From an optimization exercise on the open Yosys and OpenROAD flow, aimed at small area and a short achievable clock period; shortcuts taken in it are not production practice. Function was checked by simulation only, so behaviour that the tests miss may differ from the original. Power figures rest on the tool's default switching activity, not on a simulated workload.

willow:
## reversible_deque
module reversible_deque (
  input  logic                         clk,
  input  logic                         rst,
  input  logic                         start,
  output logic                         busy,
  input  logic [rdq_pkg::KIND_W-1:0]   kind,
  input  logic [rdq_pkg::CHAR_W-1:0]   char_in,
  input  logic [rdq_pkg::POS_W-1:0]    position,
  output logic                         done,
  output logic [rdq_pkg::CHAR_W-1:0]   data_out,
  output logic [rdq_pkg::STAT_W-1:0]   status,
  output logic [rdq_pkg::LEN_W-1:0]    length
);
For scale: ~4900 cells after synthesis, roughly 2200 flip-flops, about 46 I/O pins, ~0.081 mm^2 of cells after synthesis.
==> flow/config.mk <==
export PLATFORM = sky130hd
export DESIGN_NAME = reversible_deque
export DESIGN_NICKNAME = reversible_deque
export VERILOG_FILES = /design/flow/design.v
export SDC_FILE = /design/flow/constraint.sdc
export NUM_CORES = 4
export LEC_CHECK = 0
export CAP_MARGIN = 20
export CORE_MARGIN = 2
export CORE_UTILIZATION = 78
export CTS_BUF_LIST = sky130_fd_sc_hd__clkbuf_8 sky130_fd_sc_hd__clkbuf_16
export CTS_CLUSTER_DIAMETER = 70
export CTS_CLUSTER_SIZE = 30
export SETUP_SLACK_MARGIN = 3.0
export SLEW_MARGIN = 20
export TNS_END_PERCENT = 5
==> flow/constraint.sdc <==
create_clock -name core_clock -period 6.0 [get_ports {clk}]
set_input_delay 1.2000 -clock core_clock [delete_from_list [all_inputs] [get_ports {clk}]]
set_output_delay 1.2000 -clock core_clock [all_outputs]
set_load 0.01 [all_outputs]
standard.sh (not shown) runs the stock make flow with config.mk's settings and CLKGATE_MAP_FILE= SYNTH_SCRIPT=/design/flow/synth_recipe.tcl, a recipe that flattens the netlist after the stock synthesis.
==> flow/flow/run.sh <==
#!/bin/bash
export BUFFER_PORTS_ARGS="-buffer_cell sky130_fd_sc_hd__buf_4"
bash standard.sh > standard.log 2>&1
willow is listed as incomplete: the tool reported an error in clock tree synthesis (4_1_cts) and the run ended there.
diff inputs: willow => garnet
- changing CORE_UTILIZATION from 78 to 70
- The remaining runs in willow and garnet completed every stage, whereas willow halted early.
- Die extent in y delta for garnet relative to willow: about 5.5% higher
- On simple-gate share of the synthesized area, willow tracks garnet almost exactly.
- Comparing garnet against willow, there is no change at all in synthesized cell count.
### garnet -> cedar
==> flow/flow/run.sh <==
#!/bin/bash
export BUFFER_PORTS_ARGS="-buffer_cell sky130_fd_sc_hd__buf_4"
export REMOVE_ABC_BUFFERS=1
bash standard.sh > standard.log 2>&1
## What came out
- Between garnet and cedar, maximum VDD drop decreased.
- cedar improves on garnet in fmax.
- nor2_1 as the critical path's slowest cell was reported by cedar, and a21oi_4 by garnet.
- Per the comparison of cedar with garnet, fraction of area in clock buffers and inverters decreased by 0.27 points relative to the old numbers, core utilization decreased by 1.2 points relative to the old numbers.
- The final clock period utilization by the worst path in cedar was lower than what garnet gave.
- Delta(worst setup slack, cedar - garnet) > 0
Inputs modified between cedar and sierra:
- CORE_UTILIZATION now 65, was 70
--- outcome ---
- Area of placed instances essentially unchanged between sierra and cedar.
- NOTE via count of the first global-routing pass cedar->sierra increased slightly
- Timing, DRC, antenna: 0 failures across cedar and sierra
- Compared with cedar, sierra shows a non-clock buffer count that is 26 higher.
- Compared with cedar, in sierra fraction of cell area in non-clock buffers shows an increase of 0.45 points; worst-case setup margin in the final layout shows a reduction of 140 ps; count of clock-buffer cells in the layout shows an increase of 10%.
- sierra vs. cedar: clock power climbed 12%; number of placement rows climbed about 4%; final design instance area without fill climbed about 2.5%; power climbed 5.0%.

---

The RTL this note starts from:
==> flow/design.v <==
package rdq_pkg;
  localparam int unsigned DEPTH  = 256;
  localparam int unsigned AW     = 8;
  localparam int unsigned FW     = 9;
  localparam int unsigned KIND_W = 2;
  localparam int unsigned CHAR_W = 8;
  localparam int unsigned POS_W  = 10;
  localparam int unsigned STAT_W = 2;
  localparam int unsigned LEN_W  = 11;
endpackage
module rdq_store (
  input  logic            clk,
  input  logic [15:0]     wf_hi,
  input  logic [15:0]     wf_lo,
  input  logic [15:0]     wb_hi,
  input  logic [15:0]     wb_lo,
  input  logic [7:0]      wdata,
  input  logic [3:0][3:0] rsel,
  input  logic            rd_en,
  output logic [7:0]      rdata
);
  logic [7:0] mem [rdq_pkg::DEPTH];
  for (genvar i = 0; i < rdq_pkg::DEPTH; i++) begin : g_row
    logic we;
    assign we = (wf_hi[i / 16] & wf_lo[i % 16]) | (wb_hi[i / 16] & wb_lo[i % 16]);
    always_ff @(posedge clk) begin
      if (we) mem[i] <= wdata;
    end
  end
  logic [63:0][7:0] lv1;
  logic [15:0][7:0] lv2;
  logic [3:0][7:0]  lv3;
  logic [3:0]       top_sel;
  assign top_sel = rsel[3] & {4{rd_en}};
  always_comb begin
    for (int q = 0; q < 64; q++) begin
      lv1[q] = '0;
      for (int k = 0; k < 4; k++) lv1[q] = lv1[q] | (mem[4 * q + k] & {8{rsel[0][k]}});
    end
    for (int q = 0; q < 16; q++) begin
      lv2[q] = '0;
      for (int k = 0; k < 4; k++) lv2[q] = lv2[q] | (lv1[4 * q + k] & {8{rsel[1][k]}});
    end
    for (int q = 0; q < 4; q++) begin
      lv3[q] = '0;
      for (int k = 0; k < 4; k++) lv3[q] = lv3[q] | (lv2[4 * q + k] & {8{rsel[2][k]}});
    end
    rdata = '0;
    for (int k = 0; k < 4; k++) rdata = rdata | (lv3[k] & {8{top_sel[k]}});
  end
endmodule
module rdq_ctrl (
  input  logic                         clk,
  input  logic                         rst,
  input  logic                         start,
  input  logic [1:0]                   kind,
  input  logic [9:0]                   position,
  output logic [15:0]                  wf_hi,     
  output logic [15:0]                  wf_lo,     
  output logic [15:0]                  wb_hi,     
  output logic [15:0]                  wb_lo,     
  output logic [3:0][3:0]              rsel,      
  output logic                         rd_ok,
  output logic [1:0]                   status_now,
  output logic [8:0]                   fill_now
);
  logic [7:0] head;    
  logic [7:0] back;    
  logic [8:0] fill;
  logic       rev;
  logic [7:0] rbase;   
  logic       full;
  logic [7:0] head_dec;
  logic       is_push, is_read, phys_back, push_ok;
  assign full     = fill[8];
  assign head_dec = head - 8'd1;
  assign is_push  = kind[0] ^ kind[1];
  assign is_read  = kind[0] & kind[1];
  assign phys_back = kind[1] ^ rev;
  assign push_ok  = is_push & ~full;
  logic k1, k2;
  assign k1 = start & kind[0] & ~kind[1];
  assign k2 = start & kind[1] & ~kind[0];
  always_comb begin
    for (int h = 0; h < 16; h++) begin
      wf_hi[h] = (k1 & ~full & ~rev & (head_dec[7:4] == 4'(h))) |
                 (k2 & ~full &  rev & (head_dec[7:4] == 4'(h)));
      wb_hi[h] = (k1 & ~full &  rev & (back[7:4] == 4'(h))) |
                 (k2 & ~full & ~rev & (back[7:4] == 4'(h)));
      wf_lo[h] = (head_dec[3:0] == 4'(h));
      wb_lo[h] = (back[3:0] == 4'(h));
    end
  end
  logic [3:0][3:0]  pd_oh, dsum, dgt;
  logic [3:0][3:0][3:0] dtab;
  logic [3:0]       dgen, dprop;
  logic [3:0]       dcar;
  always_comb begin
    for (int i = 0; i < 4; i++) begin
      for (int m = 0; m < 4; m++) begin
        pd_oh[i][m] = (position[2*i +: 2] == 2'(m));
        for (int k = 0; k < 4; k++) begin
          dtab[i][k][m] = rev ? (rbase[2*i +: 2] == 2'((k + m + 1) & 3))
                              : (rbase[2*i +: 2] == 2'((k - m) & 3));
        end
        dgt[i][m] = rev ? (rbase[2*i +: 2] > 2'(m)) : (rbase[2*i +: 2] > 2'(3 - m));
      end
      for (int k = 0; k < 4; k++) begin
        dsum[i][k] = |(pd_oh[i] & dtab[i][k]);
      end
      dgen[i]  = |(pd_oh[i] & dgt[i]);
      dprop[i] = dsum[i][3];
    end
    dcar[0] = 1'b0;
    dcar[1] = dgen[0];
    dcar[2] = dgen[1] | (dprop[1] & dgen[0]);
    dcar[3] = dgen[2] | (dprop[2] & dgen[1]) | (dprop[2] & dprop[1] & dgen[0]);
    for (int i = 0; i < 4; i++) begin
      for (int k = 0; k < 4; k++) begin
        rsel[i][k] = dcar[i] ? dsum[i][(k - 1) & 3] : dsum[i][k];
      end
    end
  end
  logic [3:0] dlt, deq;
  logic       pos_lt;
  always_comb begin
    for (int i = 0; i < 4; i++) begin
      dlt[i] = (position[2*i +: 2] < fill[2*i +: 2]);
      deq[i] = (position[2*i +: 2] == fill[2*i +: 2]);
    end
    pos_lt = dlt[3] | (deq[3] & dlt[2]) | (deq[3] & deq[2] & dlt[1]) |
             (deq[3] & deq[2] & deq[1] & dlt[0]);
  end
  assign rd_ok = is_read & ~position[9] & ~position[8] & (full | pos_lt);
  always_comb begin
    status_now = 2'd0;
    if (is_push & full) status_now = 2'd1;
    if (is_read & ~rd_ok) status_now = 2'd2;
  end
  assign fill_now = push_ok ? fill + 9'd1 : fill;
  logic [7:0] head_nx, back_nx;
  logic       rev_nx;
  always_comb begin
    head_nx = head;
    back_nx = back;
    rev_nx  = rev;
    if (kind == 2'd0) rev_nx = ~rev;
    if (push_ok) begin
      if (phys_back) back_nx = back + 8'd1;
      else           head_nx = head_dec;
    end
  end
  always_ff @(posedge clk) begin
    if (rst) begin
      head  <= '0;
      back  <= '0;
      fill  <= '0;
      rev   <= 1'b0;
      rbase <= '0;
    end else if (start) begin
      fill  <= fill_now;
      head  <= head_nx;
      back  <= back_nx;
      rev   <= rev_nx;
      rbase <= rev_nx ? back_nx : head_nx;
    end
  end
endmodule
module reversible_deque (
  input  logic                         clk,
  input  logic                         rst,
  input  logic                         start,
  output logic                         busy,
  input  logic [rdq_pkg::KIND_W-1:0]   kind,
  input  logic [rdq_pkg::CHAR_W-1:0]   char_in,
  input  logic [rdq_pkg::POS_W-1:0]    position,
  output logic                         done,
  output logic [rdq_pkg::CHAR_W-1:0]   data_out,
  output logic [rdq_pkg::STAT_W-1:0]   status,
  output logic [rdq_pkg::LEN_W-1:0]    length
);
  logic [15:0] wf_hi, wf_lo, wb_hi, wb_lo;
  logic [3:0][3:0] rsel;
  logic        rd_ok;
  logic [1:0]  status_now;
  logic [8:0]  fill_now;
  logic [7:0]  rdata;
  logic [7:0]  data_q;
  logic [1:0]  status_q;
  logic [8:0]  length_q;
  assign busy = 1'b0;
  rdq_ctrl u_ctrl (
    .clk        (clk),
    .rst        (rst),
    .start      (start),
    .kind       (kind),
    .position   (position),
    .wf_hi      (wf_hi),
    .wf_lo      (wf_lo),
    .wb_hi      (wb_hi),
    .wb_lo      (wb_lo),
    .rsel       (rsel),
    .rd_ok      (rd_ok),
    .status_now (status_now),
    .fill_now   (fill_now)
  );
  rdq_store u_store (
    .clk   (clk),
    .wf_hi (wf_hi),
    .wf_lo (wf_lo),
    .wb_hi (wb_hi),
    .wb_lo (wb_lo),
    .wdata (char_in),
    .rsel  (rsel),
    .rd_en (rd_ok),
    .rdata (rdata)
  );
  always_ff @(posedge clk) begin
    if (rst) done <= 1'b0;
    else     done <= start;
  end
  always_ff @(posedge clk) begin
    data_q   <= rdata;
    status_q <= status_now;
    length_q <= fill_now;
  end
  assign data_out = data_q;
  assign status   = status_q;
  assign length   = {2'b00, length_q};
endmodule
export LEC_CHECK = 0
export CAP_MARGIN = 20
export CORE_MARGIN = 2
export CORE_UTILIZATION = 60
export CTS_BUF_LIST = sky130_fd_sc_hd__clkbuf_4 sky130_fd_sc_hd__clkbuf_8
export CTS_CLUSTER_SIZE = 30
export SETUP_SLACK_MARGIN = 3.0
export SLEW_MARGIN = 20
export TNS_END_PERCENT = 5
create_clock -name core_clock -period 6.0 [get_ports {clk}]
run.sh (not shown) runs the stock make flow with config.mk's settings and CLKGATE_MAP_FILE= SYNTH_SCRIPT=/design/flow/synth_recipe.tcl, a recipe that flattens the netlist after the stock synthesis.
Stock flow here: none of the scripts above is used.
==> next run, changes <==
--- a/flow/config.mk
+++ b/flow/config.mk
@@ -9,5 +9,6 @@
 export CORE_MARGIN = 2
 export CORE_UTILIZATION = 60
-export CTS_BUF_LIST = sky130_fd_sc_hd__clkbuf_4 sky130_fd_sc_hd__clkbuf_8
+export CTS_BUF_LIST = sky130_fd_sc_hd__clkbuf_8 sky130_fd_sc_hd__clkbuf_16
+export CTS_CLUSTER_DIAMETER = 80
 export CTS_CLUSTER_SIZE = 30
 export SETUP_SLACK_MARGIN = 3.0
The changed run ran to the end with no violations.
Setup slack gets worse by 0.16 ns.
Area after synthesis is unchanged.
Die area does not change.
==> next run, changes <==
==> flow/flow/run.sh (new file) <==
#!/bin/bash
export BUFFER_PORTS_ARGS="-buffer_cell sky130_fd_sc_hd__buf_4"
bash standard.sh > standard.log 2>&1
==> flow/standard.sh (new file) <==
#!/bin/bash
# synth_recipe.tcl (not shown) runs the flow's synth.tcl, then flattens the netlist and writes it again
# the make line also repeats each setting of config.mk as NAME=value (left out here)
make -C /OpenROAD-flow-scripts/flow DESIGN_CONFIG=/design/flow/config.mk WORK_HOME=/design/flow/orfs CLKGATE_MAP_FILE= SYNTH_SCRIPT=/design/flow/synth_recipe.tcl "${@:-finish}"
--- a/flow/config.mk
+++ b/flow/config.mk
@@ -9,6 +9,5 @@
 export CORE_MARGIN = 2
 export CORE_UTILIZATION = 60
-export CTS_BUF_LIST = sky130_fd_sc_hd__clkbuf_8 sky130_fd_sc_hd__clkbuf_16
-export CTS_CLUSTER_DIAMETER = 80
+export CTS_BUF_LIST = sky130_fd_sc_hd__clkbuf_4 sky130_fd_sc_hd__clkbuf_8
 export CTS_CLUSTER_SIZE = 30
 export SETUP_SLACK_MARGIN = 3.0
removed: flow/run.sh
After rerunning:
- count of clock-buffer cells in the layout increases by 370
- die area is unchanged
- critical path depth does not change
- hold slack loses 0.0083 ns
- core utilization rises by 1.9 points

## static timing again, ports no longer ideal
No port has a modelled driver above. Below, the same layouts with a new extraction and two added sets of constraints.
Step 1 sets driving cells, clkbuf_16 on the clock port and buf_2 on the other inputs (assumed; they add their load-dependent delay and slew).
Step 2 also shifts input and output timing later by t, the mid clock arrival at the registers, as if the neighbouring blocks saw the same clock.
Three values: ideal, step 1, step 2; two values: the first two.
run | t (ns) | slack for setup (ns) | worst setup path at the end | latest minus earliest clock arrival (ns) | cell pins on the clock port's net
garnet | 0.828 | 2.518 / 2.511 / 1.724 | input to register | 0.039 / 0.039 | 1
cedar | 0.817 | 2.673 / 2.673 / 1.891 | input to register | 0.035 / 0.035 | 1
sierra | 0.829 | 2.535 / 2.562 / 1.733 | input to register | 0.032 / 0.032 | 1
the first run of note 2 | 1.074 | 2.451 / 2.451 / 1.441 | input to register | 0.073 / 0.073 | 1
the second run of note 2 | 0.832 | 2.288 / 2.328 / 1.497 | input to register | 0.045 / 0.045 | 1
the third run of note 2 | 1.081 | 2.419 / 2.419 / 1.414 | input to register | 0.069 / 0.069 | 1
After both steps every run listed still meets setup and hold. For the first run of note 2, which loses most, drivers alone change the setup slack by 0.000 ns; drivers and shift together by -1.010 ns.
